What follows belongs to an exercise in optimizing a design on an open flow for small area; a production flow would make more cautious choices. Only simulation tests tie the RTL to the original design; equivalence was not proved. The flow treats the clock pin as an ideal source, which a real chip does not have. Power and IR drop assume default switching activity.

==> design.v <==
module sd_block_writer #(
  parameter logic [31:0] START_ADR = 32'h0010_0000,
  parameter logic [31:0] STOP_ADR  = 32'h0010_4000,
  parameter logic [7:0]  PAD_BYTE  = 8'h80
) (
  input  logic        clk,
  input  logic        reset,
  input  logic        start,
  input  logic        flush,
  input  logic [7:0]  in_data,
  input  logic        in_valid,
  output logic        in_ready,
  input  logic        sd_ready,
  input  logic        sd_ready_for_next_byte,
  output logic        sd_wr,
  output logic [7:0]  sd_din,
  output logic [31:0] sd_adr,
  output logic        busy,
  output logic        done,
  output logic [15:0] blocks_written,
  output logic        overflow
);
  localparam int NBLK = (STOP_ADR - START_ADR + 32'd511) / 32'd512;
  localparam int KW   = (NBLK < 2)    ? 1  : (NBLK < 4)    ? 2  : (NBLK < 8)     ? 3  : (NBLK < 16)    ? 4  :
                        (NBLK < 32)   ? 5  : (NBLK < 64)   ? 6  : (NBLK < 128)   ? 7  : (NBLK < 256)   ? 8  :
                        (NBLK < 512)  ? 9  : (NBLK < 1024) ? 10 : (NBLK < 2048)  ? 11 : (NBLK < 4096)  ? 12 :
                        (NBLK < 8192) ? 13 : (NBLK < 16384) ? 14 : (NBLK < 32768) ? 15 : 16;
  localparam logic [3:0] S_IDLE       = 4'd0;
  localparam logic [3:0] S_FILL       = 4'd1;
  localparam logic [3:0] S_PAD        = 4'd2;
  localparam logic [3:0] S_WAIT_READY = 4'd3;
  localparam logic [3:0] S_ISSUE      = 4'd4;
  localparam logic [3:0] S_STREAM     = 4'd5;
  localparam logic [3:0] S_WAIT_DONE  = 4'd6;
  localparam logic [3:0] S_NEXT       = 4'd7;
  localparam logic [3:0] S_DONE       = 4'd8;
  logic [3:0]    r_state;
  logic [3:0]    w_state_nxt;
  logic [7:0]    r_buf [0:511];    
  logic [8:0]    r_cnt;            
  logic [7:0]    r_dout;
  logic [KW-1:0] r_blk;            
  logic          r_started;        
  logic          r_ovf;
  logic          r_flushed;
  logic          r_rfnb_prev;
  logic          w_accept;
  logic          w_edge;
  logic          w_shift;
  logic [7:0]    w_tail;
  logic          w_last;
  assign w_accept = (r_state == S_FILL) && in_valid;
  assign w_edge   = (r_state == S_STREAM) && sd_ready_for_next_byte && !r_rfnb_prev;
  assign w_last   = (r_cnt == 9'd511);
  always_comb begin
    w_state_nxt = r_state;
    in_ready    = 1'b0;
    sd_wr       = 1'b0;
    busy        = 1'b1;
    done        = 1'b0;
    w_shift     = 1'b0;
    w_tail      = in_data;
    case (r_state)
      S_IDLE: begin
        busy = 1'b0;
        if (start) w_state_nxt = S_FILL;
      end
      S_FILL: begin
        in_ready = 1'b1;
        w_shift  = in_valid;
        if (w_accept && w_last)       w_state_nxt = S_WAIT_READY;
        else if (flush) begin
          if (r_cnt == 9'd0 && !w_accept) w_state_nxt = S_DONE;
          else                            w_state_nxt = S_PAD;
        end
      end
      S_PAD: begin
        w_shift = 1'b1;
        w_tail  = PAD_BYTE;
        if (w_last) w_state_nxt = S_WAIT_READY;
      end
      S_WAIT_READY: begin
        if (sd_ready) w_state_nxt = S_ISSUE;
      end
      S_ISSUE: begin
        sd_wr = 1'b1;
        if (!sd_ready) w_state_nxt = S_STREAM;
      end
      S_STREAM: begin
        w_shift = w_edge;
        w_tail  = r_buf[511];
        if (w_edge && w_last) w_state_nxt = S_WAIT_DONE;
      end
      S_WAIT_DONE: begin
        if (sd_ready) w_state_nxt = S_NEXT;
      end
      S_NEXT: begin
        if (r_flushed || r_blk >= KW'(NBLK - 1)) w_state_nxt = S_DONE;
        else                                     w_state_nxt = S_FILL;
      end
      S_DONE: begin
        busy        = 1'b0;
        done        = 1'b1;
        w_state_nxt = S_IDLE;
      end
      default: begin
        busy        = 1'b0;
        w_state_nxt = S_IDLE;
      end
    endcase
  end
  always_ff @(posedge clk) begin
    if (w_shift) begin
      for (int i = 511; i > 0; i--) r_buf[i] <= r_buf[i-1];
      r_buf[0] <= w_tail;
    end
  end
  always_ff @(posedge clk) begin
    if (reset)
      r_dout <= 8'h00;
    else if (r_state == S_WAIT_READY || r_state == S_ISSUE)
      r_dout <= r_buf[511];
    else if (r_state == S_STREAM)
      r_dout <= w_edge ? r_buf[510] : r_buf[511];
  end
  always_ff @(posedge clk) begin
    if (reset) begin
      r_state     <= S_IDLE;
      r_cnt       <= 9'd0;
      r_blk       <= '0;
      r_started   <= 1'b0;
      r_ovf       <= 1'b0;
      r_flushed   <= 1'b0;
      r_rfnb_prev <= 1'b0;
    end else begin
      r_state     <= w_state_nxt;
      r_rfnb_prev <= sd_ready_for_next_byte;
      if (busy && in_valid && !in_ready) r_ovf <= 1'b1;
      case (r_state)
        S_IDLE: begin
          if (start) begin
            r_started <= 1'b1;
            r_blk     <= '0;
            r_ovf     <= 1'b0;
            r_flushed <= 1'b0;
          end
        end
        S_FILL: begin
          r_cnt <= r_cnt + {8'd0, w_accept};
          if (flush && (w_accept || r_cnt != 9'd0)) r_flushed <= 1'b1;
        end
        S_PAD:    r_cnt <= r_cnt + 9'd1;
        S_STREAM: r_cnt <= r_cnt + {8'd0, w_edge};
        S_NEXT:   r_blk <= r_blk + 1'b1;
        default: ;
      endcase
    end
  end
  assign sd_din         = r_dout;
  assign sd_adr         = r_started ? START_ADR + {r_blk, 9'd0} : 32'd0;
  assign blocks_written = 16'(r_blk);
  assign overflow       = r_ovf;
endmodule
==> run.sh <==
#!/bin/bash
# synth_recipe.tcl (not shown) runs the flow's synth.tcl, then flattens the netlist and writes it again
# the make line also repeats each setting of config.mk as NAME=value (left out here)
make -C /OpenROAD-flow-scripts/flow DESIGN_CONFIG=/design/flow/config.mk WORK_HOME=/design/flow/orfs CLKGATE_MAP_FILE= SYNTH_SCRIPT=/design/flow/synth_recipe.tcl finish
==> config.mk <==
export PLATFORM = sky130hd
export DESIGN_NAME = sd_block_writer
export DESIGN_NICKNAME = sd_block_writer
export VERILOG_FILES = /design/flow/design.v
export SDC_FILE = /design/flow/constraint.sdc
export NUM_CORES = 4
export LEC_CHECK = 0
export CAP_MARGIN = 20
export CORE_MARGIN = 2
export CORE_UTILIZATION = 70
export CTS_BUF_LIST = sky130_fd_sc_hd__clkbuf_16
export CTS_CLUSTER_DIAMETER = 60
export CTS_CLUSTER_SIZE = 30
export SLEW_MARGIN = 20
export SYNTH_MEMORY_MAX_BITS = 8192
==> constraint.sdc <==
create_clock -name core_clock -period 10.0 [get_ports {clk}]
set_input_delay 2.0000 -clock core_clock [delete_from_list [all_inputs] [get_ports {clk}]]
set_output_delay 2.0000 -clock core_clock [all_outputs]
set_load 0.01 [all_outputs]
==> impl_table.tex, run 1 <==
\begin{tabular}{lr}
\hline
Metric & Value \\
\hline
\multicolumn{2}{l}{\textbf{Outcome}} \\
\quad Outcome & complete, no violations \\
\multicolumn{2}{l}{\textbf{Floorplanning}} \\
\quad Std-Cell Core Area & about 180000 µm² \\
\quad Ports & 76 \\
\quad Die outline area & approximately 180000 µm² \\
\quad Die W & approximately 430 µm \\
\quad Initial Utilization & 0.703 \\
\quad Num rows & 155 \\
\quad Height of the chip & between 400 and 500 µm \\
\multicolumn{2}{l}{\textbf{STA}} \\
\quad Largest clock skew in the final design & between 0.03 and 0.04 ns \\
\quad Final hold viol count & 0 \\
\quad Setup\_tns & 0 ns \\
\quad Slew HR & 0.270 \\
\quad Final max-slew violation count & 0 \\
\quad Highest clock frequency the design can meet & approximately 0.21 GHz \\
\quad Final Hold Slack & 0.400 ns \\
\quad Number of failing setup endpoints in the final timing report & 0 \\
\quad RSZ-0062 raised after global routing & no \\
\quad Share of the clock period used by the worst path after layout & 0.483 \\
\quad Slew at the pin with the worst max-slew slack & roughly 1.1 ns \\
\quad Minimum clock period after layout & just under 5 ns \\
\multicolumn{2}{l}{\textbf{Power}} \\
\quad Sequential Power Share & 0.644 \\
\quad Combinational group share of total power & 0.089 \\
\quad Total internal power & between 20 and 30 mW \\
\quad Cell Pwr Density & approximately 250 nW/µm² \\
\quad Sw Ratio & 0.237 \\
\quad Net switching component of the power & between 7 and 8 mW \\
\quad Maximum vdd ir drop & between 0.0002 and 0.00025 V \\
\quad Clock group share of total power & 0.267 \\
\quad Leakage & about 30 nW \\
\multicolumn{2}{l}{\textbf{Synth}} \\
\quad Combined area of all synthesized cells & 125000 µm² \\
\quad Share of the synthesized netlist area taken by xor and xnor gates & 0.000630 \\
\quad Async set or reset register ratio after synthesis & 0 \\
\quad Leading register cell type out of synthesis & sky130\_fd\_sc\_hd\_\_edfxtp\_1 \\
\quad Post-Synth Simple-Gate Area & 0.00493 \\
\quad Share of cell area taken by muxes after synthesis & 0.000320 \\
\quad Synthesized area per cell & $\sim$29 µm² \\
\quad Post-synthesis sequential element count & a little over 4k \\
\quad Number of flops mapped to enable cells by yosys & between 4k and 5k \\
\quad Share of the yosys chip area belonging to registers & 0.988 \\
\quad Synth Instances & between 4k and 5k \\
\quad Count of cell types in the netlist & 43 \\
\quad Largest family of logic cells by synthesized area & simple AND/OR/NAND/NOR gates \\
\quad Yosys warning count & 2 \\
\quad Compound-gate portion of the synthesized area & 0.00271 \\
\quad Synth Area in Adders & 0.000300 \\
\multicolumn{2}{l}{\textbf{Routing}} \\
\quad Iteration-0 DRC Markers & 4022 \\
\quad Remaining routing DRC violations & 0 \\
\quad Wire per inst & roughly 20 µm \\
\quad Final wirelength & $\sim$140000 µm \\
\quad Total via count in the routed design & between 30k and 40k \\
\quad Via-to-Cell Ratio & approximately 5.5 \\
\quad Routed Antenna Nets & 0 \\
\quad Number of optimization iterations in the first detailed-route pass & 5 \\
\multicolumn{2}{l}{\textbf{Clocking}} \\
\quad Post-CTS setup repair buffer count & 0 \\
\quad Gates resized, CTS repair & 0 \\
\quad Clock tree from TritonCTS & done \\
\quad Root Driver & sky130\_fd\_sc\_hd\_\_clkbuf\_16 \\
\quad Worst-skew pair later-pin latency & between 0.8 and 0.9 ns \\
\quad Maximum number of buffers from clock root to sink & 3 \\
\quad Depth of the CTS H-tree & 4 \\
\quad Total clock sinks & between 4k and 5k \\
\quad Clock transition at path regs & roughly 0.10 ns \\
\quad Total CTS buffers & approximately 190 \\
\quad Number of buffers inserted for hold repair after clock tree synthesis & 0 \\
\multicolumn{2}{l}{\textbf{Global routing}} \\
\quad First-pass GRT wire length & about 210000 µm \\
\quad Via count of the first global-routing pass & approximately 36k \\
\quad Antenna violations before repair & 0 \\
\quad Total track usage & 0.150 \\
\quad Largest net degree at the start of global routing & approximately 210 \\
\quad Total overflow reported by the global router & 0 \\
\multicolumn{2}{l}{\textbf{Worst setup path}} \\
\quad Startpoint class of the critical path & input port \\
\quad Critical path endpoint category & register \\
\quad Critical setup path kind & in -> reg \\
\quad Largest fanout on the critical path & between 200 and 250 \\
\quad Critical path data arrival time & 5.27 ns \\
\quad Endpoint required time on the critical path & between 10 and 15 ns \\
\multicolumn{2}{l}{\textbf{Finish}} \\
\quad Number of filler cells placed in the layout & 9049 \\
\quad Final design area excluding fillers & approximately 140000 µm² \\
\quad Proportion of layout cells with a drive suffix above 1 & 0.0749 \\
\quad \# nets final & 4642 \\
\quad Synthesis-to-finish area growth & 7.94\% \\
\quad Final cell utilization of the core & 0.758 \\
\multicolumn{2}{l}{\textbf{Place}} \\
\quad Standard cell area after detailed placement & roughly 130000 µm² \\
\quad Global placer's final weighted congestion & 0.788 \\
\quad Sum of net half-perimeters after detailed placement & 61700 µm \\
\quad Buffers added on ports & 40 \\
\multicolumn{2}{l}{\textbf{Min path}} \\
\quad Class of the most critical hold timing path & reg -> reg \\
\multicolumn{2}{l}{\textbf{Run}} \\
\quad Maximum capacitance violations & 0 \\
\hline
\end{tabular}
## through the flow
step	power, mW	setup WS [ns]	instances
final	33.4	5.17	7111
after global routing	34.8	5.04	7110
after CTS	33.9	5.19	7109
after detailed placement	25.0	4.25	6791
after global placement	24.9	4.33	6791
after floorplan	24.3	-33.18	4397
## flip-flops by register name, indices dropped and copies added, names as in the netlist
register / flops
r_started: 1
r_flushed: 1
r_ovf: 1
r_dout: 8
r_buf: 4096
r_rfnb_prev: 1
r_cnt: 9
r_state: 4
r_blk: 6
## layer usage
layer | global-route usage | share of wire | vias to the layer above
li1 | - | - | 18000
met1 | 0.272 | 0.54 | 20400
met2 | 0.190 | 0.40 | 556
met3 | 0.0261 | 0.034 | 203
met4 | 0.0493 | 0.028 | 0
met5 | 0 | 0 | -
## final timing paths
| check | start | endpoint | slack [ns] | cells after the start |
|---|---|---|---|---|
| setup / recovery | sd_ready_for_next_byte | r_buf[429][2]$_DFFE_PP_ | 5.17 | 7 |
| hold / removal | r_buf[205][7]$_DFFE_PP_ | r_buf[206][7]$_DFFE_PP_ | 0.40 | 0 |
| setup reg to reg | r_state[2]$_SDFFE_PP0P_ | r_buf[429][2]$_DFFE_PP_ | 5.90 | 7 |
| hold reg to reg | r_buf[205][7]$_DFFE_PP_ | r_buf[206][7]$_DFFE_PP_ | 0.40 | 0 |
## logic make-up after synthesis
kind of cell               Yosys count
and+or+nand+nor                    120
AOI/OAI and AO/OA                   45
other                                1
muxes                                4
xor gates and xnor gates             9
DFF                               4127
buffers and inverters               54
adders and majority gates            3
## critical path, cell delays in order
cell and delay (ns):
sky130_fd_sc_hd__clkdlybuf4s50_1 0.57, sky130_fd_sc_hd__nor2b_1 0.17, sky130_fd_sc_hd__buf_4 0.23, sky130_fd_sc_hd__nand2_4 0.18, sky130_fd_sc_hd__nand3_4 0.69, sky130_fd_sc_hd__buf_4 0.46, sky130_fd_sc_hd__buf_12 0.66
## synthesized netlist by cell type (2+ instances only)
library cell / instances / area [µm²]
sky130_fd_sc_hd__buf_2: 6 / 30.0
sky130_fd_sc_hd__nor2b_1: 4 / 25.0
sky130_fd_sc_hd__nand2_1: 21 / 78.8
sky130_fd_sc_hd__mux2i_1: 4 / 40.0
sky130_fd_sc_hd__a21oi_1: 7 / 35.0
sky130_fd_sc_hd__a311oi_1: 9 / 78.8
sky130_fd_sc_hd__nor4b_1: 2 / 17.5
sky130_fd_sc_hd__inv_1: 4 / 15.0
sky130_fd_sc_hd__nor3_1: 8 / 40.0
sky130_fd_sc_hd__nand2b_1: 4 / 25.0
sky130_fd_sc_hd__nor2_1: 34 / 128
sky130_fd_sc_hd__nand3b_1: 3 / 22.5
sky130_fd_sc_hd__ha_1: 3 / 37.5
sky130_fd_sc_hd__nand4_1: 6 / 37.5
sky130_fd_sc_hd__and2_1: 7 / 43.8
sky130_fd_sc_hd__and3_1: 5 / 31.3
sky130_fd_sc_hd__dfxtp_1: 31 / 621
sky130_fd_sc_hd__nand3_1: 18 / 90.1
sky130_fd_sc_hd__edfxtp_1: 4096 / 123000
sky130_fd_sc_hd__buf_4: 36 / 270
sky130_fd_sc_hd__o21a_1: 8 / 60.1
sky130_fd_sc_hd__xor2_1: 8 / 70.1
sky130_fd_sc_hd__clkbuf_1: 6 / 22.5
sky130_fd_sc_hd__o21ai_0: 6 / 30.0
sky130_fd_sc_hd__o22a_1: 7 / 61.3
sky130_fd_sc_hd__nor4_1: 2 / 12.5
sky130_fd_sc_hd__buf_6: 2 / 22.5
## cell type report
class                      instances  area, µm²  share of cell area
sequential                      4127     124000               0.915
timing repair buffer              90       1060             0.00784
multi-input combinational        216       1260             0.00936
clock buffer                     189       4730              0.0350
tap                             2355       2950              0.0218
antenna                            1       2.50           0.0000185
inverter                           4       15.0            0.000111
clock inverter                   129       1400              0.0103
## placed cells by master, fill, tap and decap left out, drive strengths merged, types with 2 or more instances in the layout
cell              n
a21oi             9
a311oi            9
and2              7
and3              5
buf              50
bufinv            8
clkbuf          189
clkdlybuf4s50    40
clkinv           42
clkinvlp         14
conb             35
dfxtp            31
edfxtp         4096
ha                3
inv              69
mux2i             4
nand2            21
nand2b            4
nand3            18
nand3b            3
nand4             6
nor2             34
nor2b             4
nor3              8
nor4              2
nor4b             2
o21a              8
o21ai             6
o22a              7
xor2              8
## power by group through the flow
stage                     registers, mW  clock network (mW)  logic [mW]
after CTS                          21.5                9.28        3.04
after global placement             21.9                   0        2.98
after floorplan                    23.6                   0       0.717
after global routing               21.6                9.81        3.37
after detailed placement           21.9                   0        3.11
final                              21.5                8.91        2.97
==> run 2: changes to the inputs <==
--- a/config.mk
+++ b/config.mk
@@ -6,10 +6,10 @@
 export NUM_CORES = 4
 export LEC_CHECK = 0
-export CAP_MARGIN = 20
+export CAP_MARGIN = 0
 export CORE_MARGIN = 2
 export CORE_UTILIZATION = 70
 export CTS_BUF_LIST = sky130_fd_sc_hd__clkbuf_16
 export CTS_CLUSTER_DIAMETER = 60
-export CTS_CLUSTER_SIZE = 30
-export SLEW_MARGIN = 20
+export CTS_CLUSTER_SIZE = 36
+export SLEW_MARGIN = 0
 export SYNTH_MEMORY_MAX_BITS = 8192
==> run 2 against run 1 <==
  * Power rose by 1.6%
  * Sequential power about the same
  * Clock skew down 0.0090 ns
  * Die area is the same
  * Maximum frequency decreased by 0.50%
  * Routed wire length rose by 0.58%
  * Clock power is 6.2% higher
  * Sequential cell count did not move
  * First-iteration DRC count rose by 6.3%
  * Utilization is 0.35 points higher
  * Synthesized cell count unchanged
  * Largest cell class unchanged
==> impl_table.tex, run 2 <==
\begin{tabular}{lr}
\hline
Metric & Value \\
\hline
\multicolumn{2}{l}{\textbf{Synth}} \\
\quad Biggest area contributors in the synthesized netlist & sky130\_fd\_sc\_hd\_\_edfxtp\_1 (98\%), sky130\_fd\_sc\_hd\_\_dfxtp\_1 (0.50\%), sky130\_fd\_sc\_hd\_\_buf\_4 (0.22\%) \\
\quad Post-synthesis sequential element count & 4127 (unchanged) \\
\quad Top-area cell type share of the netlist area & 0.983 (unchanged) \\
\quad Dominant cell type by area after synthesis & sky130\_fd\_sc\_hd\_\_edfxtp\_1 \\
\quad Yosys warning count & 2 (unchanged) \\
\quad Async set or reset register ratio after synthesis & 0 (unchanged) \\
\quad Count of cell types in the netlist & 43 (unchanged) \\
\quad Most common cell in the netlist & sky130\_fd\_sc\_hd\_\_edfxtp\_1 \\
\quad Number of flops mapped to enable cells by yosys & 4096 (unchanged) \\
\quad Commonest cells post-synth & sky130\_fd\_sc\_hd\_\_edfxtp\_1 (4096), sky130\_fd\_sc\_hd\_\_buf\_4 (36), sky130\_fd\_sc\_hd\_\_nor2\_1 (34) \\
\quad Combined area of all synthesized cells & 125000 µm² (unchanged) \\
\quad Leading register cell type out of synthesis & sky130\_fd\_sc\_hd\_\_edfxtp\_1 \\
\quad Synthesized area per cell & 28.7 µm² (unchanged) \\
\quad Share of the yosys chip area belonging to registers & 0.988 (unchanged) \\
\quad Synth Instances & 4363 (unchanged) \\
\multicolumn{2}{l}{\textbf{Power}} \\
\quad Total chip power & 33.9 mW (+1.6\%) \\
\quad Leakage & 30.1 nW (+0.87\%) \\
\quad Cell Pwr Density & 250 nW/µm² (+1.2\%) \\
\quad Maximum vdd ir drop & 0.000236 V (+3.2\%) \\
\multicolumn{2}{l}{\textbf{Worst setup path}} \\
\quad Largest fanout on the critical path & 90 (-56\%) \\
\quad Critical setup path kind & in -> reg \\
\quad Startpoint class of the critical path & input port \\
\quad Delay of the slowest cell on the worst path & 0.86 ns (+0.17 ns) \\
\quad Critical path data arrival time & 5.30 ns (+0.03 ns) \\
\quad Critical path buffer and inverter count & 4 (unchanged) \\
\quad Endpoint required time on the critical path & 10.44 ns (about the same) \\
\quad Slowest-stage cell, CP & sky130\_fd\_sc\_hd\_\_buf\_4 \\
\quad CP Cell Sequence & clkdlybuf4s50\_1 -> nor2b\_1 -> buf\_4 -> nand2\_4 -> nand3\_4 -> buf\_4 -> buf\_4 \\
\quad Critical path endpoint category & register \\
\quad Top cell by count, worst path & sky130\_fd\_sc\_hd\_\_buf\_4 \\
\quad Crit-path leading delay family & buffers and inverters \\
\multicolumn{2}{l}{\textbf{Finish}} \\
\quad Commonest non-fill, non-tap cells in the layout & sky130\_fd\_sc\_hd\_\_edfxtp\_1 (4096), sky130\_fd\_sc\_hd\_\_clkbuf\_16 (187), sky130\_fd\_sc\_hd\_\_clkdlybuf4s50\_1 (40) \\
\quad Most common cell after layout, fill and taps aside & sky130\_fd\_sc\_hd\_\_edfxtp\_1 \\
\quad \# nets final & 4634 (-0.17\%) \\
\quad Proportion of layout cells with a drive suffix above 1 & 0.0789 (+0.00399) \\
\quad Final cell utilization of the core & 0.762 (+0.00353) \\
\quad Largest registers & r\_buf (4096), r\_cnt (9), r\_dout (8) \\
\quad Largest reg by FF count & r\_buf \\
\quad Synthesis-to-finish area growth & 8.44\% \\
\quad Final design area excluding fillers & 136000 µm² (+0.47\%) \\
\quad Largest register FFs & 4096 (unchanged) \\
\multicolumn{2}{l}{\textbf{Floorplanning}} \\
\quad Height of the chip & 427 µm (unchanged) \\
\quad Die W & 427 µm (unchanged) \\
\quad Die outline area & 182000 µm² (unchanged) \\
\quad Ports & 76 (unchanged) \\
\quad Initial Utilization & 0.703 (unchanged) \\
\quad Num rows & 155 (unchanged) \\
\quad Std-Cell Core Area & 178000 µm² (unchanged) \\
\multicolumn{2}{l}{\textbf{Routing}} \\
\quad Wire per inst & 19.7 µm (+0.39\%) \\
\quad Routed Antenna Nets & 0 (unchanged) \\
\quad Iteration-0 DRC Markers & 4274 (+6.3\%) \\
\quad Total via count in the routed design & 39.2k (+0.0025\%) \\
\quad Via-to-Cell Ratio & 5.51 (-0.18\%) \\
\quad Number of optimization iterations in the first detailed-route pass & 5 (unchanged) \\
\quad Remaining routing DRC violations & 0 (unchanged) \\
\quad Final wirelength & 140000 µm (+0.58\%) \\
\multicolumn{2}{l}{\textbf{STA}} \\
\quad Largest clock skew in the final design & 0.0279 ns (-0.00898 ns) \\
\quad Final hold viol count & 0 (unchanged) \\
\quad Slew HR & 0.282 (+0.0122) \\
\quad Slew at the pin with the worst max-slew slack & 1.08 ns (-0.0183 ns) \\
\quad Setup\_tns & 0 ns (unchanged) \\
\quad Number of failing setup endpoints in the final timing report & 0 (unchanged) \\
\quad RSZ-0062 raised after global routing & no \\
\quad Minimum clock period after layout & 4.86 ns (+0.0243 ns) \\
\quad Share of the clock period used by the worst path after layout & 0.486 (+0.00243) \\
\quad Highest clock frequency the design can meet & 0.206 GHz (-0.50\%) \\
\quad Slack of the critical path & 5.14 ns (-0.0243 ns) \\
\quad Final max-slew violation count & 0 (unchanged) \\
\multicolumn{2}{l}{\textbf{Place}} \\
\quad Sum of net half-perimeters after detailed placement & 61700 µm (unchanged) \\
\quad Buffers added on ports & 40 (unchanged) \\
\quad Worst Setup Slack post-DPL & 4.25 ns (unchanged) \\
\quad Global placer's final weighted congestion & 0.788 (unchanged) \\
\quad Standard cell area after detailed placement & 129000 µm² (unchanged) \\
\multicolumn{2}{l}{\textbf{Clocking}} \\
\quad Clock tree from TritonCTS & done \\
\quad Maximum number of buffers from clock root to sink & 3 (unchanged) \\
\quad Worst-skew pair later-pin latency & 0.83 ns (about the same) \\
\quad Total CTS buffers & 178 (-3.8\%) \\
\quad Root Driver & sky130\_fd\_sc\_hd\_\_clkbuf\_16 \\
\quad Post-CTS setup repair buffer count & 0 (unchanged) \\
\quad Depth of the CTS H-tree & 4 (unchanged) \\
\quad Number of buffers inserted for hold repair after clock tree synthesis & 0 (unchanged) \\
\quad Total clock sinks & 4127 (unchanged) \\
\quad Clock transition at path regs & 0.11 ns (about the same) \\
\quad Gates resized, CTS repair & 0 (unchanged) \\
\multicolumn{2}{l}{\textbf{Global routing}} \\
\quad Via count of the first global-routing pass & 36.1k (+0.31\%) \\
\quad Total track usage & 0.152 (+0.00155) \\
\quad Largest net degree at the start of global routing & 212 (unchanged) \\
\quad First-pass GRT wire length & 211000 µm (+0.89\%) \\
\quad Antenna violations before repair & 1 (+1) \\
\quad Total overflow reported by the global router & 0 (unchanged) \\
\multicolumn{2}{l}{\textbf{Min path}} \\
\quad Class of the most critical hold timing path & reg -> reg \\
\multicolumn{2}{l}{\textbf{Outcome}} \\
\quad Outcome & complete, no violations \\
\multicolumn{2}{l}{\textbf{Run}} \\
\quad Maximum capacitance violations & 0 (unchanged) \\
\hline
\end{tabular}
## run 2: cell counts after synthesis
Identical to the previous run, type by type.
## run 2: logic make-up (layout without fill, tap and decap cells)
| group | count (synthesis) | count (layout) | synth area share |
|---|---|---|---|
| mux | 4 | 4 | 0.000320 |
| other cells | 1 | 36 | 0.0000300 |
| flops | 4127 | 4127 | 0.988 |
| xor+xnor | 9 | 9 | 0.000630 |
| compound gates | 45 | 45 | 0.00271 |
| simple gates | 120 | 120 | 0.00493 |
| buf+inv | 54 | 425 | 0.00288 |
| fa+ha+maj | 3 | 3 | 0.000300 |
## run 2: final timing paths
| check | from | depth (start not counted) | slack [ns] | to |
|---|---|---|---|---|
| min | r_buf[368][0]$_DFFE_PP_ | 0 | 0.41 | r_buf[369][0]$_DFFE_PP_ |
| max | sd_ready_for_next_byte | 7 | 5.14 | r_buf[451][6]$_DFFE_PP_ |
| max reg2reg | r_state[2]$_SDFFE_PP0P_ | 7 | 5.84 | r_buf[451][6]$_DFFE_PP_ |
| min reg2reg | r_buf[368][0]$_DFFE_PP_ | 0 | 0.41 | r_buf[369][0]$_DFFE_PP_ |
## run 2: cell type report
| type | count | area [µm²] |
|---|---|---|
| Antenna cell | 1 | 2.50 |
| Clock buffer | 187 | 4680 |
| Clock inverter | 145 | 2100 |
| Fill cell | 8945 | 42400 |
| Inverter | 4 | 15.0 |
| Multi-Input combinational cell | 216 | 1260 |
| Sequential cell | 4127 | 124000 |
| Tap cell | 2355 | 2950 |
| Timing Repair Buffer | 89 | 1030 |
## run 2: where the power goes
| part | internal, mW | switching [mW] | total (mW) | leakage [nW] |
|---|---|---|---|---|
| sequential | 21.4 | 0.182 | 21.5 | 25.8 |
| clock | 4.05 | 5.41 | 9.46 | 3.27 |
| combinational | 0.272 | 2.68 | 2.95 | 1.04 |
| total | 25.7 | 8.28 | 33.9 | 30.1 |
## run 2: per-layer routing
metal | wire (µm) | GRT usage
met2 | 56700 | 0.194
met4 | 3930 | 0.0495
met5 | 0 | 0
met1 | 74700 | 0.272
met3 | 5030 | 0.0269
## run 2: through the flow
| step | hold slack, ns | std cells |
|---|---|---|
| global placement | 0.400 | 6791 |
| global route | 0.399 | 7124 |
| CTS | 0.406 | 7123 |
| finish | 0.405 | 7124 |
| floorplan | 0.400 | 4397 |
| detailed placement | 0.405 | 6791 |
==> run 3: changes to the inputs <==
==> config.mk (replaced) <==
export PLATFORM = sky130hd
export DESIGN_NAME = sd_block_writer
export DESIGN_NICKNAME = sd_block_writer
export VERILOG_FILES = /design/flow/design.v
export SDC_FILE = /design/flow/constraint.sdc
export NUM_CORES = 4
export LEC_CHECK = 0
export CAP_MARGIN = 20
export CORE_MARGIN = 2
export CORE_UTILIZATION = 40
export SLEW_MARGIN = 20
export SYNTH_MEMORY_MAX_BITS = 8192
==> run 3 against run 2 <==
  * Critical endpoint is now r_buf[297][7]$_DFFE_PP_
  * Sequential cell count stayed put
  * Clock power is 49% higher
  * Count of clock-buffer cells in the layout is 291 higher
==> impl_table.tex, run 3 <==
\begin{tabular}{lr}
\hline
Metric & Value \\
\hline
\multicolumn{2}{l}{\textbf{Outcome}} \\
\quad Outcome & complete, no violations \\
\multicolumn{2}{l}{\textbf{Synth}} \\
\quad Synth Instances & 4363 (unchanged) \\
\quad Number of flops mapped to enable cells by yosys & 4096 (unchanged) \\
\quad Share of the yosys chip area belonging to registers & 0.988 (unchanged) \\
\quad Most common cell in the netlist & sky130\_fd\_sc\_hd\_\_edfxtp\_1 \\
\quad Count of cell types in the netlist & 43 (unchanged) \\
\quad Commonest cells post-synth & sky130\_fd\_sc\_hd\_\_edfxtp\_1 (4096), sky130\_fd\_sc\_hd\_\_buf\_4 (36), sky130\_fd\_sc\_hd\_\_nor2\_1 (34) \\
\quad Yosys warning count & 2 (unchanged) \\
\quad Synthesized area per cell & 28.7 µm² (unchanged) \\
\quad Leading register cell type out of synthesis & sky130\_fd\_sc\_hd\_\_edfxtp\_1 \\
\quad Async set or reset register ratio after synthesis & 0 (unchanged) \\
\quad Combined area of all synthesized cells & 125000 µm² (unchanged) \\
\quad Dominant cell type by area after synthesis & sky130\_fd\_sc\_hd\_\_edfxtp\_1 \\
\quad Post-synthesis sequential element count & 4127 (unchanged) \\
\quad Top-area cell type share of the netlist area & 0.983 (unchanged) \\
\quad Biggest area contributors in the synthesized netlist & sky130\_fd\_sc\_hd\_\_edfxtp\_1 (98\%), sky130\_fd\_sc\_hd\_\_dfxtp\_1 (0.50\%), sky130\_fd\_sc\_hd\_\_buf\_4 (0.22\%) \\
\multicolumn{2}{l}{\textbf{Worst setup path}} \\
\quad Startpoint class of the critical path & input port \\
\quad Crit-path leading delay family & buffers and inverters \\
\quad Delay of the slowest cell on the worst path & 0.66 ns (-0.20 ns) \\
\quad Critical path endpoint category & register \\
\quad R2R cell count & 6 (-1) \\
\quad Critical path data arrival time & 5.55 ns (+0.25 ns) \\
\quad CP Cell Sequence & clkdlybuf4s50\_1 -> nor2b\_1 -> nand2\_4 -> nand3\_4 -> buf\_4 -> buf\_12 \\
\quad Critical setup path kind & in -> reg \\
\quad Reg-to-reg startpoint & r\_state[2]\$\_SDFFE\_PP0P\_ \\
\quad Reg-to-Reg End & r\_buf[297][7]\$\_DFFE\_PP\_ \\
\quad Slowest-stage cell, CP & sky130\_fd\_sc\_hd\_\_buf\_12 \\
\quad Endpoint required time on the critical path & 10.49 ns (+0.05 ns) \\
\quad Largest fanout on the critical path & 197 (+120\%) \\
\quad Critical path buffer and inverter count & 3 (-1) \\
\quad Reg2Reg Setup Slack & 5.64 ns (-0.20 ns) \\
\multicolumn{2}{l}{\textbf{Clocking}} \\
\quad Number of buffers inserted for hold repair after clock tree synthesis & 0 (unchanged) \\
\quad Post-CTS setup repair buffer count & 0 (unchanged) \\
\quad Worst-skew pair later-pin latency & 0.90 ns (+0.07 ns) \\
\quad Maximum number of buffers from clock root to sink & 4 (+1) \\
\quad Root Driver & sky130\_fd\_sc\_hd\_\_clkbuf\_16 \\
\quad Gates resized, CTS repair & 0 (unchanged) \\
\quad Depth of the CTS H-tree & 5 (+1) \\
\quad Total clock sinks & 4127 (unchanged) \\
\quad Total CTS buffers & 394 (+120\%) \\
\quad Clock transition at path regs & 0.06 ns (-0.05 ns) \\
\quad Clock tree from TritonCTS & done \\
\multicolumn{2}{l}{\textbf{Global routing}} \\
\quad Via count of the first global-routing pass & 39.6k (+9.8\%) \\
\quad Total track usage & 0.0888 (-0.0632) \\
\quad Antenna violations before repair & 3 (+2) \\
\quad Largest net degree at the start of global routing & 206 (-2.8\%) \\
\quad Total overflow reported by the global router & 0 (unchanged) \\
\quad First-pass GRT wire length & 229000 µm (+8.2\%) \\
\multicolumn{2}{l}{\textbf{Finish}} \\
\quad Largest register FFs & 4096 (unchanged) \\
\quad Synthesis-to-finish area growth & 14.7\% \\
\quad Proportion of layout cells with a drive suffix above 1 & 0.116 (+0.0368) \\
\quad Largest reg by FF count & r\_buf \\
\quad Most common cell after layout, fill and taps aside & sky130\_fd\_sc\_hd\_\_edfxtp\_1 \\
\quad Commonest non-fill, non-tap cells in the layout & sky130\_fd\_sc\_hd\_\_edfxtp\_1 (4096), sky130\_fd\_sc\_hd\_\_clkbuf\_16 (401), sky130\_fd\_sc\_hd\_\_clkinv\_1 (99) \\
\quad Final cell utilization of the core & 0.461 (-0.301) \\
\quad Largest registers & r\_buf (4096), r\_cnt (9), r\_dout (8) \\
\quad Final design area excluding fillers & 144000 µm² (+5.8\%) \\
\quad \# nets final & 4846 (+4.6\%) \\
\multicolumn{2}{l}{\textbf{Routing}} \\
\quad Via-to-Cell Ratio & 4.46 (-19\%) \\
\quad Final wirelength & 149000 µm (+5.8\%) \\
\quad Number of optimization iterations in the first detailed-route pass & 6 (+1) \\
\quad Routed Antenna Nets & 0 (unchanged) \\
\quad Total via count in the routed design & 41.5k (+5.7\%) \\
\quad Remaining routing DRC violations & 0 (unchanged) \\
\quad Iteration-0 DRC Markers & 4405 (+3.1\%) \\
\quad Wire per inst & 16.0 µm (-19\%) \\
\multicolumn{2}{l}{\textbf{Floorplanning}} \\
\quad Std-Cell Core Area & 312000 µm² (+75\%) \\
\quad Ports & 76 (unchanged) \\
\quad Die W & 563 µm (+32\%) \\
\quad Initial Utilization & 0.401 (-0.301) \\
\quad Die outline area & 317000 µm² (+74\%) \\
\quad Height of the chip & 563 µm (+32\%) \\
\quad Num rows & 205 (+32\%) \\
\multicolumn{2}{l}{\textbf{Place}} \\
\quad Global placer's final weighted congestion & 0.711 (-9.7\%) \\
\quad Standard cell area after detailed placement & 131000 µm² (+1.7\%) \\
\quad Buffers added on ports & 40 (unchanged) \\
\quad Sum of net half-perimeters after detailed placement & 60200 µm (-2.4\%) \\
\multicolumn{2}{l}{\textbf{STA}} \\
\quad Number of failing setup endpoints in the final timing report & 0 (unchanged) \\
\quad RSZ-0062 raised after global routing & no \\
\quad Slew at the pin with the worst max-slew slack & 1.09 ns (+0.0153 ns) \\
\quad Minimum clock period after layout & 5.06 ns (+0.199 ns) \\
\quad Slew HR & 0.272 (-0.0102) \\
\quad Final max-slew violation count & 0 (unchanged) \\
\quad Setup\_tns & 0 ns (unchanged) \\
\quad Highest clock frequency the design can meet & 0.198 GHz (-3.9\%) \\
\quad Final hold viol count & 0 (unchanged) \\
\quad Share of the clock period used by the worst path after layout & 0.506 (+0.0199) \\
\quad Largest clock skew in the final design & 0.0511 ns (+0.0232 ns) \\
\multicolumn{2}{l}{\textbf{Min path}} \\
\quad Endpoint with the worst hold slack & r\_buf[260][3]\$\_DFFE\_PP\_ \\
\quad Worst hold start & r\_buf[259][3]\$\_DFFE\_PP\_ \\
\quad Depth of the worst hold-timing path & 0 (unchanged) \\
\quad Class of the most critical hold timing path & reg -> reg \\
\multicolumn{2}{l}{\textbf{Power}} \\
\quad Maximum vdd ir drop & 0.000234 V (-0.80\%) \\
\quad Cell Pwr Density & 270 nW/µm² (+7.8\%) \\
\quad Leakage & 32.9 nW (+9.2\%) \\
\multicolumn{2}{l}{\textbf{Run}} \\
\quad Maximum capacitance violations & 0 (unchanged) \\
\hline
\end{tabular}
## run 3: cell counts after synthesis
No cell type changed its count.
## run 3: power breakdown
group	leakage (nW)	internal (mW)	switching (mW)
clock	6.05	8.03	6.11
sequential	25.8	21.4	0.195
combinational	1.01	0.258	2.71
## run 3: worst reg2reg max path: cells and delay by family (launching register included)
family	cells	cell delay (ns)
DFF	1	0.60
and+or+nand+nor	4	1.76
buffers and inverters	2	1.35
## run 3: kinds of logic after synthesis
group | synth area share
AO/OA/AOI/OAI | 0.00271
other | 0.0000300
flip-flops | 0.988
adder cells (fa/ha/maj) | 0.000300
multiplexers | 0.000320
XOR/XNOR | 0.000630
buffers and inverters | 0.00288
AND/OR/NAND/NOR | 0.00493
## run 3: per-stage QoR
stage	setup WS [ns]	hold slack, ns	power (mW)	std cells
5_1_grt	4.68	0.384	40.4	9298
2_1_floorplan	-33.18	0.400	24.3	4397
6_report	4.94	0.385	38.7	9299
4_1_cts	5.03	0.378	39.4	9293
3_3_place_gp	4.13	0.400	24.9	8572
3_5_place_dp	4.03	0.405	25.1	8572
## run 3: layer usage
metal,share of wire,global-route usage
met3,0.049,0.0224
met1,0.54,0.150
met4,0.026,0.0313
met5,0,0
met2,0.38,0.108
## run 3: how the worst max path moves through the flow
stage          depth (start not counted)                      end                    from
3_5_place_dp                           6  r_buf[155][3]$_DFFE_PP_  sd_ready_for_next_byte
5_1_grt                                6  r_buf[333][1]$_DFFE_PP_  sd_ready_for_next_byte
6_report                               6  r_buf[297][7]$_DFFE_PP_  sd_ready_for_next_byte
4_1_cts                                6  r_buf[150][3]$_DFFE_PP_  sd_ready_for_next_byte
2_1_floorplan                          4    r_buf[0][0]$_DFFE_PP_  sd_ready_for_next_byte
3_3_place_gp                           6  r_buf[157][3]$_DFFE_PP_  sd_ready_for_next_byte
## run 3: area by class of cell
| type | instances | area (µm²) |
|---|---|---|
| repair buffers | 85 | 976 |
| flip-flops and latches | 4127 | 124000 |
| clock buffers | 478 | 10300 |
| clock inverters | 243 | 2150 |
| fillers | 24900 | 168000 |
| inverters | 4 | 15.0 |
| well taps | 4140 | 5180 |
| multi-input cells | 216 | 1260 |
| diodes | 6 | 15.0 |
==> run 4: changes to the inputs <==
==> flow/run.sh (new file) <==
#!/bin/bash
# Standard layout, with clock tree synthesis told not to add dummy loads.
set -euo pipefail
bash standard.sh "CTS_ARGS=-sink_clustering_enable -repair_clock_nets -dont_use_dummy_load -buf_list sky130_fd_sc_hd__clkbuf_16 -sink_clustering_size 36 -sink_clustering_max_diameter 60" finish > standard_flow.log 2>&1
==> standard.sh (new file) <==
#!/bin/bash
# synth_recipe.tcl (not shown) runs the flow's synth.tcl, then flattens the netlist and writes it again
# the make line also repeats each setting of config.mk as NAME=value (left out here)
make -C /OpenROAD-flow-scripts/flow DESIGN_CONFIG=/design/flow/config.mk WORK_HOME=/design/flow/orfs CLKGATE_MAP_FILE= SYNTH_SCRIPT=/design/flow/synth_recipe.tcl "${@:-finish}"
--- a/config.mk
+++ b/config.mk
@@ -6,7 +6,10 @@
 export NUM_CORES = 4
 export LEC_CHECK = 0
-export CAP_MARGIN = 20
+export CAP_MARGIN = 0
 export CORE_MARGIN = 2
-export CORE_UTILIZATION = 40
-export SLEW_MARGIN = 20
+export CORE_UTILIZATION = 70
+export CTS_BUF_LIST = sky130_fd_sc_hd__clkbuf_16
+export CTS_CLUSTER_DIAMETER = 60
+export CTS_CLUSTER_SIZE = 36
+export SLEW_MARGIN = 0
 export SYNTH_MEMORY_MAX_BITS = 8192
removed: run.sh
==> run 4 against run 3 <==
  * Hold slack lost 0.026 ns
  * Clock power shrank 46%
  * Die area shrank 43%
  * Worst setup slack gained 0.20 ns
  * Design area shrank 7.1%
==> impl_table.tex, run 4 <==
\begin{tabular}{lr}
\hline
Metric & Value \\
\hline
\multicolumn{2}{l}{\textbf{Global routing}} \\
\quad Largest net degree at the start of global routing & 212 (+2.9\%) \\
\quad Total overflow reported by the global router & 0 (unchanged) \\
\quad First-pass GRT wire length & 207000 µm (-9.4\%) \\
\quad Via count of the first global-routing pass & 35.8k (-9.7\%) \\
\quad Antenna violations before repair & 1 (-2) \\
\quad Total track usage & 0.149 (+0.0600) \\
\multicolumn{2}{l}{\textbf{Synth}} \\
\quad Yosys warning count & 2 (unchanged) \\
\quad Dominant cell type by area after synthesis & sky130\_fd\_sc\_hd\_\_edfxtp\_1 \\
\quad Post-synthesis sequential element count & 4127 (unchanged) \\
\quad Number of flops mapped to enable cells by yosys & 4096 (unchanged) \\
\quad Synth Instances & 4363 (unchanged) \\
\quad Top-area cell type share of the netlist area & 0.983 (unchanged) \\
\quad Most common cell in the netlist & sky130\_fd\_sc\_hd\_\_edfxtp\_1 \\
\quad Biggest area contributors in the synthesized netlist & sky130\_fd\_sc\_hd\_\_edfxtp\_1 (98\%), sky130\_fd\_sc\_hd\_\_dfxtp\_1 (0.50\%), sky130\_fd\_sc\_hd\_\_buf\_4 (0.22\%) \\
\quad Share of the yosys chip area belonging to registers & 0.988 (unchanged) \\
\quad Leading register cell type out of synthesis & sky130\_fd\_sc\_hd\_\_edfxtp\_1 \\
\quad Count of cell types in the netlist & 43 (unchanged) \\
\quad Commonest cells post-synth & sky130\_fd\_sc\_hd\_\_edfxtp\_1 (4096), sky130\_fd\_sc\_hd\_\_buf\_4 (36), sky130\_fd\_sc\_hd\_\_nor2\_1 (34) \\
\quad Async set or reset register ratio after synthesis & 0 (unchanged) \\
\quad Combined area of all synthesized cells & 125000 µm² (unchanged) \\
\quad Synthesized area per cell & 28.7 µm² (unchanged) \\
\multicolumn{2}{l}{\textbf{Min path}} \\
\quad Depth of the worst hold-timing path & 0 (unchanged) \\
\quad Endpoint with the worst hold slack & r\_buf[298][2]\$\_DFFE\_PP\_ \\
\quad Worst hold start & r\_buf[297][2]\$\_DFFE\_PP\_ \\
\quad Class of the most critical hold timing path & reg -> reg \\
\multicolumn{2}{l}{\textbf{STA}} \\
\quad Largest clock skew in the final design & 0.0662 ns (+0.0151 ns) \\
\quad Slew at the pin with the worst max-slew slack & 1.08 ns (-0.0105 ns) \\
\quad Setup\_tns & 0 ns (unchanged) \\
\quad Final max-slew violation count & 0 (unchanged) \\
\quad Slew HR & 0.279 (+0.00701) \\
\quad Highest clock frequency the design can meet & 0.206 GHz (+4.1\%) \\
\quad Final Hold Slack & 0.359 ns (-0.0257 ns) \\
\quad Final hold viol count & 0 (unchanged) \\
\quad Minimum clock period after layout & 4.86 ns (-0.201 ns) \\
\quad Share of the clock period used by the worst path after layout & 0.486 (-0.0201) \\
\quad Number of failing setup endpoints in the final timing report & 0 (unchanged) \\
\quad RSZ-0062 raised after global routing & no \\
\multicolumn{2}{l}{\textbf{Clocking}} \\
\quad Maximum number of buffers from clock root to sink & 3 (-1) \\
\quad Clock tree from TritonCTS & done \\
\quad Clock transition at path regs & 0.11 ns (+0.05 ns) \\
\quad Root Driver & sky130\_fd\_sc\_hd\_\_clkbuf\_16 \\
\quad Worst-skew pair later-pin latency & 0.82 ns (-0.08 ns) \\
\quad Post-CTS setup repair buffer count & 0 (unchanged) \\
\quad Total CTS buffers & 178 (-55\%) \\
\quad Total clock sinks & 4127 (unchanged) \\
\quad Depth of the CTS H-tree & 4 (-1) \\
\quad Gates resized, CTS repair & 0 (unchanged) \\
\quad Number of buffers inserted for hold repair after clock tree synthesis & 0 (unchanged) \\
\multicolumn{2}{l}{\textbf{Worst setup path}} \\
\quad Startpoint class of the critical path & input port \\
\quad Reg-to-Reg End & r\_buf[429][2]\$\_DFFE\_PP\_ \\
\quad Critical path endpoint category & register \\
\quad Endpoint required time on the critical path & 10.41 ns (-0.08 ns) \\
\quad R2R cell count & 7 (+1) \\
\quad Reg-to-reg startpoint & r\_state[2]\$\_SDFFE\_PP0P\_ \\
\quad Largest fanout on the critical path & 204 (+3.6\%) \\
\quad Critical setup path kind & in -> reg \\
\quad Reg2Reg Setup Slack & 5.90 ns (+0.26 ns) \\
\quad Critical path data arrival time & 5.27 ns (-0.28 ns) \\
\multicolumn{2}{l}{\textbf{Floorplanning}} \\
\quad Ports & 76 (unchanged) \\
\quad Height of the chip & 427 µm (-24\%) \\
\quad Die W & 427 µm (-24\%) \\
\quad Die outline area & 182000 µm² (-43\%) \\
\quad Num rows & 155 (-24\%) \\
\quad Std-Cell Core Area & 178000 µm² (-43\%) \\
\quad Initial Utilization & 0.703 (+0.301) \\
\multicolumn{2}{l}{\textbf{Routing}} \\
\quad Total via count in the routed design & 39.0k (-5.8\%) \\
\quad Number of optimization iterations in the first detailed-route pass & 5 (-1) \\
\quad Iteration-0 DRC Markers & 4275 (-3.0\%) \\
\quad Via-to-Cell Ratio & 5.60 (+26\%) \\
\quad Final wirelength & 138000 µm (-7.3\%) \\
\quad Wire per inst & 19.8 µm (+24\%) \\
\quad Routed Antenna Nets & 0 (unchanged) \\
\quad Remaining routing DRC violations & 0 (unchanged) \\
\multicolumn{2}{l}{\textbf{Outcome}} \\
\quad Outcome & complete, no violations \\
\multicolumn{2}{l}{\textbf{Finish}} \\
\quad Largest registers & r\_buf (4096), r\_cnt (9), r\_dout (8) \\
\quad Most common cell after layout, fill and taps aside & sky130\_fd\_sc\_hd\_\_edfxtp\_1 \\
\quad Number of filler cells placed in the layout & 9221 (-63\%) \\
\quad Largest reg by FF count & r\_buf \\
\quad Antenna cells & 0 (-6) \\
\quad Proportion of layout cells with a drive suffix above 1 & 0.0505 (-0.0652) \\
\quad Largest register FFs & 4096 (unchanged) \\
\quad Final cell utilization of the core & 0.749 (+0.288) \\
\quad Commonest non-fill, non-tap cells in the layout & sky130\_fd\_sc\_hd\_\_edfxtp\_1 (4096), sky130\_fd\_sc\_hd\_\_clkbuf\_16 (178), sky130\_fd\_sc\_hd\_\_clkdlybuf4s50\_1 (40) \\
\quad \# nets final & 4634 (-4.4\%) \\
\quad Synthesis-to-finish area growth & 6.58\% \\
\multicolumn{2}{l}{\textbf{Power}} \\
\quad Total internal power & 24.8 mW (-16\%) \\
\quad Sw Ratio & 0.227 (-0.00591) \\
\quad Maximum vdd ir drop & 0.000224 V (-4.3\%) \\
\quad Leakage & 29.1 nW (-12\%) \\
\quad Net switching component of the power & 7.29 mW (-19\%) \\
\quad Sequential Power Share & 0.671 (+0.113) \\
\quad Cell Pwr Density & 241 nW/µm² (-11\%) \\
\quad Combinational group share of total power & 0.092 (+0.015) \\
\quad Clock group share of total power & 0.237 (-0.128) \\
\multicolumn{2}{l}{\textbf{Run}} \\
\quad Maximum capacitance violations & 0 (unchanged) \\
\multicolumn{2}{l}{\textbf{Place}} \\
\quad Buffers added on ports & 40 (unchanged) \\
\quad Global placer's final weighted congestion & 0.788 (+11\%) \\
\quad Sum of net half-perimeters after detailed placement & 61700 µm (+2.5\%) \\
\hline
\end{tabular}
==> run 4: cell count changes in the layout (fill, tap and decap cells not counted), sizes merged <==
cell / change
clkinv: -187
diode: -6
clkinvlp: -18
inv: -13
clkbuf: -300
buf: +4
bufinv: -25
==> run 4: how the worst max path moves through the flow <==
stage	startpoint	to	slack, ns
2_1_floorplan	sd_ready_for_next_byte	r_buf[0][0]$_DFFE_PP_	-33.18
3_3_place_gp	sd_ready_for_next_byte	r_buf[446][5]$_DFFE_PP_	4.33
3_5_place_dp	sd_ready_for_next_byte	r_buf[456][1]$_DFFE_PP_	4.25
4_1_cts	sd_ready_for_next_byte	r_buf[447][5]$_DFFE_PP_	5.18
5_1_grt	sd_ready_for_next_byte	r_buf[447][5]$_DFFE_PP_	5.00
6_report	sd_ready_for_next_byte	r_buf[429][2]$_DFFE_PP_	5.14
==> run 4: critical path: stages <==
cell and delay (ns):
sky130_fd_sc_hd__clkdlybuf4s50_1 0.57, sky130_fd_sc_hd__nor2b_1 0.17, sky130_fd_sc_hd__buf_4 0.23, sky130_fd_sc_hd__nand2_4 0.18, sky130_fd_sc_hd__nand3_4 0.69, sky130_fd_sc_hd__buf_4 0.46, sky130_fd_sc_hd__buf_12 0.66
==> run 4: power by group through the flow <==
stage	sequential [mW]	combinational (mW)	clock, mW
floorplan	23.6	0.717	0
global placement	21.9	2.98	0
detailed placement	21.9	3.11	0
CTS	21.5	3.03	7.97
global route	21.6	3.35	8.48
finish	21.5	2.96	7.62
==> run 4: layer usage <==
layer	track usage	wire, µm
met4	0.0476	3760
met2	0.187	55200
met5	0	0
met3	0.0253	4790
met1	0.270	74000
==> run 4: cell type report <==
class	instances	area, µm²	area share
Tap cell	2355	2950	0.0221
Inverter	4	15.0	0.000113
Clock buffer	178	4450	0.0334
Multi-Input combinational cell	216	1260	0.00948
Timing Repair Buffer	89	1030	0.00773
Sequential cell	4127	124000	0.927
==> run 4: cell families (layout without fill, tap and decap cells) <==
| kind of cell | after synthesis | after routing | share of synthesized area |
|---|---|---|---|
| flip-flops | 4127 | 4127 | 0.988 |
| buffers and inverters | 54 | 271 | 0.00288 |
| adder cells (fa/ha/maj) | 3 | 3 | 0.000300 |
| other | 1 | 35 | 0.0000300 |
| multiplexers | 4 | 4 | 0.000320 |
| XOR/XNOR | 9 | 9 | 0.000630 |
| AO/OA/AOI/OAI | 45 | 45 | 0.00271 |
| AND/OR/NAND/NOR | 120 | 120 | 0.00493 |
==> run 4: through the flow <==
stage | worst slack (ns) | power [mW] | instances | instance area [µm²]
finish | 5.14 | 32.1 | 6969 | 133000
global route | 5.00 | 33.4 | 6969 | 133000
global placement | 4.33 | 24.9 | 6791 | 129000
floorplan | -33.18 | 24.3 | 4397 | 125000
CTS | 5.18 | 32.5 | 6969 | 133000
detailed placement | 4.25 | 25.0 | 6791 | 129000
==> run 5: changes to the inputs <==
--- a/design.v
+++ b/design.v
@@ -136,4 +136,5 @@
       r_state     <= w_state_nxt;
       r_rfnb_prev <= sd_ready_for_next_byte;
+      r_cnt       <= r_cnt + {8'd0, w_shift};
       if (busy && in_valid && !in_ready) r_ovf <= 1'b1;
       case (r_state)
@@ -147,9 +148,6 @@
         end
         S_FILL: begin
-          r_cnt <= r_cnt + {8'd0, w_accept};
           if (flush && (w_accept || r_cnt != 9'd0)) r_flushed <= 1'b1;
         end
-        S_PAD:    r_cnt <= r_cnt + 9'd1;
-        S_STREAM: r_cnt <= r_cnt + {8'd0, w_edge};
         S_NEXT:   r_blk <= r_blk + 1'b1;
         default: ;
@@ -158,5 +156,5 @@
   end
   assign sd_din         = r_dout;
-  assign sd_adr         = r_started ? START_ADR + {r_blk, 9'd0} : 32'd0;
+  assign sd_adr         = (r_started ? START_ADR : 32'd0) + {r_blk, 9'd0};
   assign blocks_written = 16'(r_blk);
   assign overflow       = r_ovf;
==> flow/run.sh (replaced) <==
#!/bin/bash
# Standard layout, with clock tree synthesis given its buffer and clustering settings and told
# not to add dummy loads.
set -euo pipefail
bash standard.sh "CTS_ARGS=-sink_clustering_enable -repair_clock_nets -dont_use_dummy_load -buf_list sky130_fd_sc_hd__clkbuf_16 -sink_clustering_size 36 -sink_clustering_max_diameter 60" finish > standard_flow.log 2>&1
--- a/config.mk
+++ b/config.mk
@@ -8,8 +8,5 @@
 export CAP_MARGIN = 0
 export CORE_MARGIN = 2
-export CORE_UTILIZATION = 70
-export CTS_BUF_LIST = sky130_fd_sc_hd__clkbuf_16
-export CTS_CLUSTER_DIAMETER = 60
-export CTS_CLUSTER_SIZE = 36
+export CORE_UTILIZATION = 78
 export SLEW_MARGIN = 0
 export SYNTH_MEMORY_MAX_BITS = 8192
==> run 5 against run 4 <==
  * Synthesized cell count decreased by 0.30%
  * The run now fails in detailed placement
  * Area after synthesis about the same
==> impl_table.tex, run 5 <==
\begin{tabular}{lr}
\hline
Metric & Value \\
\hline
\multicolumn{2}{l}{\textbf{Place}} \\
\quad Buffers added on ports & 40 (unchanged) \\
\quad Sum of net half-perimeters after detailed placement & 61600 µm (-0.21\%) \\
\quad Global placer's final weighted congestion & 0.744 (-5.6\%) \\
\multicolumn{2}{l}{\textbf{Synth}} \\
\quad Dominant cell type by area after synthesis & sky130\_fd\_sc\_hd\_\_edfxtp\_1 \\
\quad Yosys warning count & 2 (unchanged) \\
\quad Top-area cell type share of the netlist area & 0.983 (about the same) \\
\quad Combined area of all synthesized cells & 125000 µm² (about the same) \\
\quad Synth Instances & 4350 (-0.30\%) \\
\quad Commonest cells post-synth & sky130\_fd\_sc\_hd\_\_edfxtp\_1 (4096), sky130\_fd\_sc\_hd\_\_buf\_4 (43), sky130\_fd\_sc\_hd\_\_dfxtp\_1 (31), sky130\_fd\_sc\_hd\_\_nor2\_1 (31), sky130\_fd\_sc\_hd\_\_nand3\_1 (11) \\
\quad Share of the yosys chip area belonging to registers & 0.988 (about the same) \\
\quad Leading register cell type out of synthesis & sky130\_fd\_sc\_hd\_\_edfxtp\_1 \\
\quad Synthesized area per cell & 28.8 µm² (+0.29\%) \\
\quad Async set or reset register ratio after synthesis & 0 (unchanged) \\
\quad Most common cell in the netlist & sky130\_fd\_sc\_hd\_\_edfxtp\_1 \\
\quad Count of cell types in the netlist & 48 (+12\%) \\
\quad Biggest area contributors in the synthesized netlist & sky130\_fd\_sc\_hd\_\_edfxtp\_1 (98\%), sky130\_fd\_sc\_hd\_\_dfxtp\_1 (0.50\%), sky130\_fd\_sc\_hd\_\_buf\_4 (0.26\%) \\
\quad Number of flops mapped to enable cells by yosys & 4096 (unchanged) \\
\quad Post-synthesis sequential element count & 4127 (unchanged) \\
\multicolumn{2}{l}{\textbf{Floorplanning}} \\
\quad Initial Utilization & 0.788 (+0.0853) \\
\quad Ports & 76 (unchanged) \\
\quad Height of the chip & 404 µm (-5.2\%) \\
\quad Num rows & 146 (-5.8\%) \\
\quad Die W & 404 µm (-5.2\%) \\
\multicolumn{2}{l}{\textbf{Outcome}} \\
\quad Outcome & stopped before the end \\
\quad Stage reached & detailed placement \\
\quad Log Error & [ERROR DPL-0033] detailed placement checks failed during check placement. \\
\hline
\end{tabular}
run 5: cell types whose count changed after synthesis, moves of 3 or more:
cell	previous run	this run
sky130_fd_sc_hd__nor2_1	34	31
sky130_fd_sc_hd__a211oi_1	0	10
sky130_fd_sc_hd__a311oi_1	9	1
sky130_fd_sc_hd__o21ai_0	6	3
sky130_fd_sc_hd__or3_1	0	3
sky130_fd_sc_hd__nand3_1	18	11
sky130_fd_sc_hd__mux2i_1	4	10
sky130_fd_sc_hd__buf_4	36	43
sky130_fd_sc_hd__nor3_1	8	5
sky130_fd_sc_hd__and2_1	7	2
sky130_fd_sc_hd__nand2_1	21	10
run 5: power groups by stage:
stage                   clock network [mW]  logic [mW]  registers [mW]
after floorplan                          0       0.802            28.3
after global placement                   0        3.08            22.0
run 5: worst min-delay path by stage:
stage                                    start                      end  slack [ns]  depth (start not counted)
after floorplan         r_buf[99][0]$_DFFE_PP_  r_buf[100][0]$_DFFE_PP_        0.40                          0
after global placement  r_buf[48][4]$_DFFE_PP_   r_buf[49][4]$_DFFE_PP_        0.40                          0
run 5: stage by stage:
step                    setup WS [ns]  instances  power, mW  hold slack [ns]
after global placement           4.21       6469       25.1            0.400
after floorplan                -99.66       4384       29.1            0.400
run 5: cell families after synthesis:
kind of cell / synth area share
AOI/OAI and AO/OA: 0.00296
xor gates and xnor gates: 0.000490
adders and majority gates: 0.000300
buffers and inverters: 0.00338
DFF: 0.988
muxes: 0.000980
other: 0.0000300
and+or+nand+nor: 0.00354
==> run 6: changes to the inputs <==
==> flow/run.sh (replaced) <==
#!/bin/bash
# Standard layout, except the clock tree: flow/cts_tree.tcl builds it before ORFS's CTS step
# (by recursive bisection of the registers into compact groups, one buffer per group), and
# TritonCTS, limited to the clock port's net, then finds nothing left to do.
set -euo pipefail
bash standard.sh "PRE_CTS_TCL=$PWD/flow/cts_tree.tcl" \
  "CTS_ARGS=-clk_nets clk -sink_clustering_enable -dont_use_dummy_load -buf_list sky130_fd_sc_hd__clkbuf_16" \
  finish > standard_flow.log 2>&1
==> flow/cts_tree.tcl (new file) <==
# Clock tree built by recursive bisection: the clock sinks are split into compact groups of at most
# N sinks, each driven by one buffer at the group's centre; the buffers are grouped the same way,
# level by level, until one root buffer remains, which the clock port drives.
proc ct_bisect {items maxn} {
  set n [llength $items]
  if {$n <= $maxn} { return [list $items] }
  set xs [lsort -integer [lmap s $items {lindex $s 1}]]
  set ys [lsort -integer [lmap s $items {lindex $s 2}]]
  set k [expr {([lindex $xs end] - [lindex $xs 0]) >= ([lindex $ys end] - [lindex $ys 0]) ? 1 : 2}]
  set sorted [lsort -integer -index $k $items]
  set ng [expr {($n + $maxn - 1) / $maxn}]
  set nl [expr {(($ng / 2) * $n + $ng / 2) / $ng}]
  return [concat [ct_bisect [lrange $sorted 0 [expr {$nl-1}]] $maxn] [ct_bisect [lrange $sorted $nl end] $maxn]]
}
# items: {iterm x y}; drives each group from a new buffer; returns the buffers' inputs as items
proc ct_level {items bufname maxn lvl} {
  set block [ord::get_db_block]
  set master [[ord::get_db] findMaster $bufname]
  set out {}
  set i 0
  foreach g [ct_bisect $items $maxn] {
    set sx 0; set sy 0
    foreach s $g { incr sx [lindex $s 1]; incr sy [lindex $s 2] }
    set cx [expr {$sx / [llength $g]}]; set cy [expr {$sy / [llength $g]}]
    set inst [odb::dbInst_create $block $master "ctb_${lvl}_$i"]
    $inst setLocation [expr {$cx - [$master getWidth] / 2}] [expr {$cy - [$master getHeight] / 2}]
    $inst setPlacementStatus PLACED
    set net [odb::dbNet_create $block "ctn_${lvl}_$i"]
    $net setSigType CLOCK
    foreach s $g { set it [lindex $s 0]; $it disconnect; $it connect $net }
    [$inst findITerm X] connect $net
    lappend out [list [$inst findITerm A] $cx $cy]
    incr i
  }
  puts "clock tree level $lvl: [llength $items] loads, $i $bufname"
  return $out
}
proc ct_build {clkname leafbuf leafn treebuf treen} {
  set block [ord::get_db_block]
  set clk [$block findNet $clkname]
  set items {}
  foreach it [$clk getITerms] {
    set b [[$it getInst] getBBox]
    lappend items [list $it [expr {([$b xMin] + [$b xMax]) / 2}] [expr {([$b yMin] + [$b yMax]) / 2}]]
  }
  set items [ct_level $items $leafbuf $leafn 0]
  set lvl 1
  while {[llength $items] > 1} {
    set items [ct_level $items $treebuf $treen $lvl]
    incr lvl
  }
  set it [lindex $items 0 0]
  $it connect $clk
}
# Resize each leaf buffer of the tree to the smallest of sizes whose sinks' clock slew stays at or
# below target (ns), measured on the placement's estimated parasitics.
proc ct_leaf_slew {inst} {
  set m 0
  foreach it [[[$inst findITerm X] getNet] getITerms] {
    if {[$it getInst] eq $inst} continue
    set p [get_pins [[$it getInst] getName]/[[$it getMTerm] getName]]
    set s [get_property $p slew_max]
    if {$s > $m} { set m $s }
  }
  return $m
}
proc ct_fix_leaves {sizes target} {
  estimate_parasitics -placement
  set block [ord::get_db_block]
  set hist [dict create]
  foreach inst [$block getInsts] {
    if {![string match ctb_0_* [$inst getName]]} continue
    set chosen [lindex $sizes end]
    foreach sz $sizes {
      replace_cell [$inst getName] $sz
      if {[ct_leaf_slew $inst] <= $target} { set chosen $sz; break }
    }
    replace_cell [$inst getName] $chosen
    dict incr hist $chosen
  }
  puts "leaf sizes: $hist"
}

# Run as ORFS's PRE_CTS_TCL hook, on the placed design: build the tree, legalize, size the leaves.
# clock_tree_synthesis then finds the clock port driving a single buffer and leaves the tree alone.
set ct_leaf_n   [expr {[info exists ::env(CT_LEAF_N)] ? $::env(CT_LEAF_N) : 21}]
set ct_tree_n   [expr {[info exists ::env(CT_TREE_N)] ? $::env(CT_TREE_N) : 16}]
set ct_target   [expr {[info exists ::env(CT_SLEW)] ? $::env(CT_SLEW) : 0.115}]
ct_build clk sky130_fd_sc_hd__clkbuf_8 $ct_leaf_n sky130_fd_sc_hd__clkbuf_16 $ct_tree_n
set_propagated_clock [all_clocks]
detailed_placement
ct_fix_leaves {sky130_fd_sc_hd__clkbuf_8 sky130_fd_sc_hd__clkbuf_16} $ct_target
--- a/config.mk
+++ b/config.mk
@@ -8,5 +8,5 @@
 export CAP_MARGIN = 0
 export CORE_MARGIN = 2
-export CORE_UTILIZATION = 78
+export CORE_UTILIZATION = 70
 export SLEW_MARGIN = 0
 export SYNTH_MEMORY_MAX_BITS = 8192
==> run 6 against run 5 <==
  * Now clean on timing, DRC and antenna
  * Synthesized cell count is the same
  * Area after synthesis unchanged
==> impl_table.tex, run 6 <==
\begin{tabular}{lr}
\hline
Metric & Value \\
\hline
\multicolumn{2}{l}{\textbf{Outcome}} \\
\quad Outcome & complete, no violations \\
\multicolumn{2}{l}{\textbf{Synth}} \\
\quad Number of flops mapped to enable cells by yosys & 4096 (unchanged) \\
\quad Leading register cell type out of synthesis & sky130\_fd\_sc\_hd\_\_edfxtp\_1 \\
\quad Top-area cell type share of the netlist area & 0.983 (unchanged) \\
\quad Yosys warning count & 2 (unchanged) \\
\quad Combined area of all synthesized cells & 125000 µm² (unchanged) \\
\quad Synthesized area per cell & 28.8 µm² (unchanged) \\
\quad Dominant cell type by area after synthesis & sky130\_fd\_sc\_hd\_\_edfxtp\_1 \\
\quad Biggest area contributors in the synthesized netlist & sky130\_fd\_sc\_hd\_\_edfxtp\_1 (98\%), sky130\_fd\_sc\_hd\_\_dfxtp\_1 (0.50\%), sky130\_fd\_sc\_hd\_\_buf\_4 (0.26\%) \\
\quad Post-synthesis sequential element count & 4127 (unchanged) \\
\quad Commonest cells post-synth & sky130\_fd\_sc\_hd\_\_edfxtp\_1 (4096), sky130\_fd\_sc\_hd\_\_buf\_4 (43), sky130\_fd\_sc\_hd\_\_dfxtp\_1 (31), sky130\_fd\_sc\_hd\_\_nor2\_1 (31), sky130\_fd\_sc\_hd\_\_nand3\_1 (11) \\
\quad Share of the yosys chip area belonging to registers & 0.988 (unchanged) \\
\quad Async set or reset register ratio after synthesis & 0 (unchanged) \\
\quad Count of cell types in the netlist & 48 (unchanged) \\
\multicolumn{2}{l}{\textbf{Place}} \\
\quad Buffers added on ports & 40 (unchanged) \\
\quad Global placer's final weighted congestion & 0.726 (-2.4\%) \\
\quad Sum of net half-perimeters after detailed placement & 61500 µm (-0.18\%) \\
\multicolumn{2}{l}{\textbf{Floorplanning}} \\
\quad Height of the chip & 427 µm (+5.5\%) \\
\quad Initial Utilization & 0.703 (-0.0854) \\
\quad Ports & 76 (unchanged) \\
\quad Die W & 427 µm (+5.5\%) \\
\multicolumn{2}{l}{\textbf{Power}} \\
\quad Maximum vdd ir drop & roughly 0.00024 V \\
\multicolumn{2}{l}{\textbf{Worst setup path}} \\
\quad Reg2Reg Setup Slack & between 5 and 6 ns \\
\hline
\end{tabular}
[run 6: worst max path at each step]
stage	cells past startpoint	end	slack, ns	startpoint
finish	7	r_buf[451][2]$_DFFE_PP_	4.78	sd_ready_for_next_byte
CTS	7	r_buf[490][7]$_DFFE_PP_	4.76	sd_ready_for_next_byte
detailed placement	7	r_buf[500][5]$_DFFE_PP_	3.80	sd_ready_for_next_byte
global placement	7	r_buf[481][7]$_DFFE_PP_	3.87	sd_ready_for_next_byte
floorplan	4	r_cnt[0]$_SDFF_PP0_	-99.66	in_valid
global route	7	r_buf[451][2]$_DFFE_PP_	4.54	sd_ready_for_next_byte
[run 6: area by class of cell]
| cell class | count | area, µm² | share of cell area |
|---|---|---|---|
| flip-flops and latches | 4127 | 124000 | 0.935 |
| plain buffers | 211 | 3560 | 0.0269 |
| well taps | 2355 | 2950 | 0.0223 |
| multi-input cells | 194 | 1210 | 0.00912 |
| repair buffers | 81 | 908 | 0.00687 |
| inverters | 4 | 15.0 | 0.000114 |
[run 6: cells by family (layout without fill, tap and decap cells)]
logic type                 count (synthesis)  after routing  share of synthesized area
DFF                                     4127           4127                      0.988
and+or+nand+nor                           88             88                    0.00354
buffers and inverters                     63            296                    0.00338
AOI/OAI and AO/OA                         49             49                    0.00296
muxes                                     12             12                   0.000980
xor gates and xnor gates                   7              7                   0.000490
adders and majority gates                  3              3                   0.000300
other                                      1             35                  0.0000300
[run 6: routing by layer]
layer / vias up / wire, µm / GRT usage
met2: 491 / 54000 / 0.180
met4: 0 / 3220 / 0.0315
met1: 20200 / 72700 / 0.263
met3: 224 / 4600 / 0.0184
li1: 17800 / - / -
met5: - / 0 / 0
[run 6: stage by stage]
step / util / setup WS (ns)
6_report: 0.743 / 4.78
5_1_grt: 0.743 / 4.54
4_1_cts: 0.743 / 4.76
3_5_place_dp: 0.723 / 3.80
3_3_place_gp: 0.723 / 3.87
2_1_floorplan: - / -99.66
[run 6: power groups by stage]
stage | registers (mW) | clock network [mW] | logic (mW)
2_1_floorplan | 28.3 | 0 | 0.802
3_3_place_gp | 22.0 | 0 | 3.11
6_report | 21.6 | 6.68 | 3.08
5_1_grt | 21.7 | 7.55 | 3.50
3_5_place_dp | 22.0 | 0 | 3.24
4_1_cts | 21.6 | 7.01 | 3.17
[run 6: critical path: cells and delay by family]
| kind | cells | cell delay, ns |
|---|---|---|
| and+or+nand+nor | 2 | 0.64 |
| buffers and inverters | 4 | 2.44 |
| AOI/OAI and AO/OA | 1 | 0.49 |

Setup slack of run 6, layout unchanged: 4.781 ns with ideal ports, 4.635 ns with driving cells assumed (clock clkbuf_16, inputs buf_2), 3.749 ns with port delays also shifted by the 0.885 ns mid clock arrival.
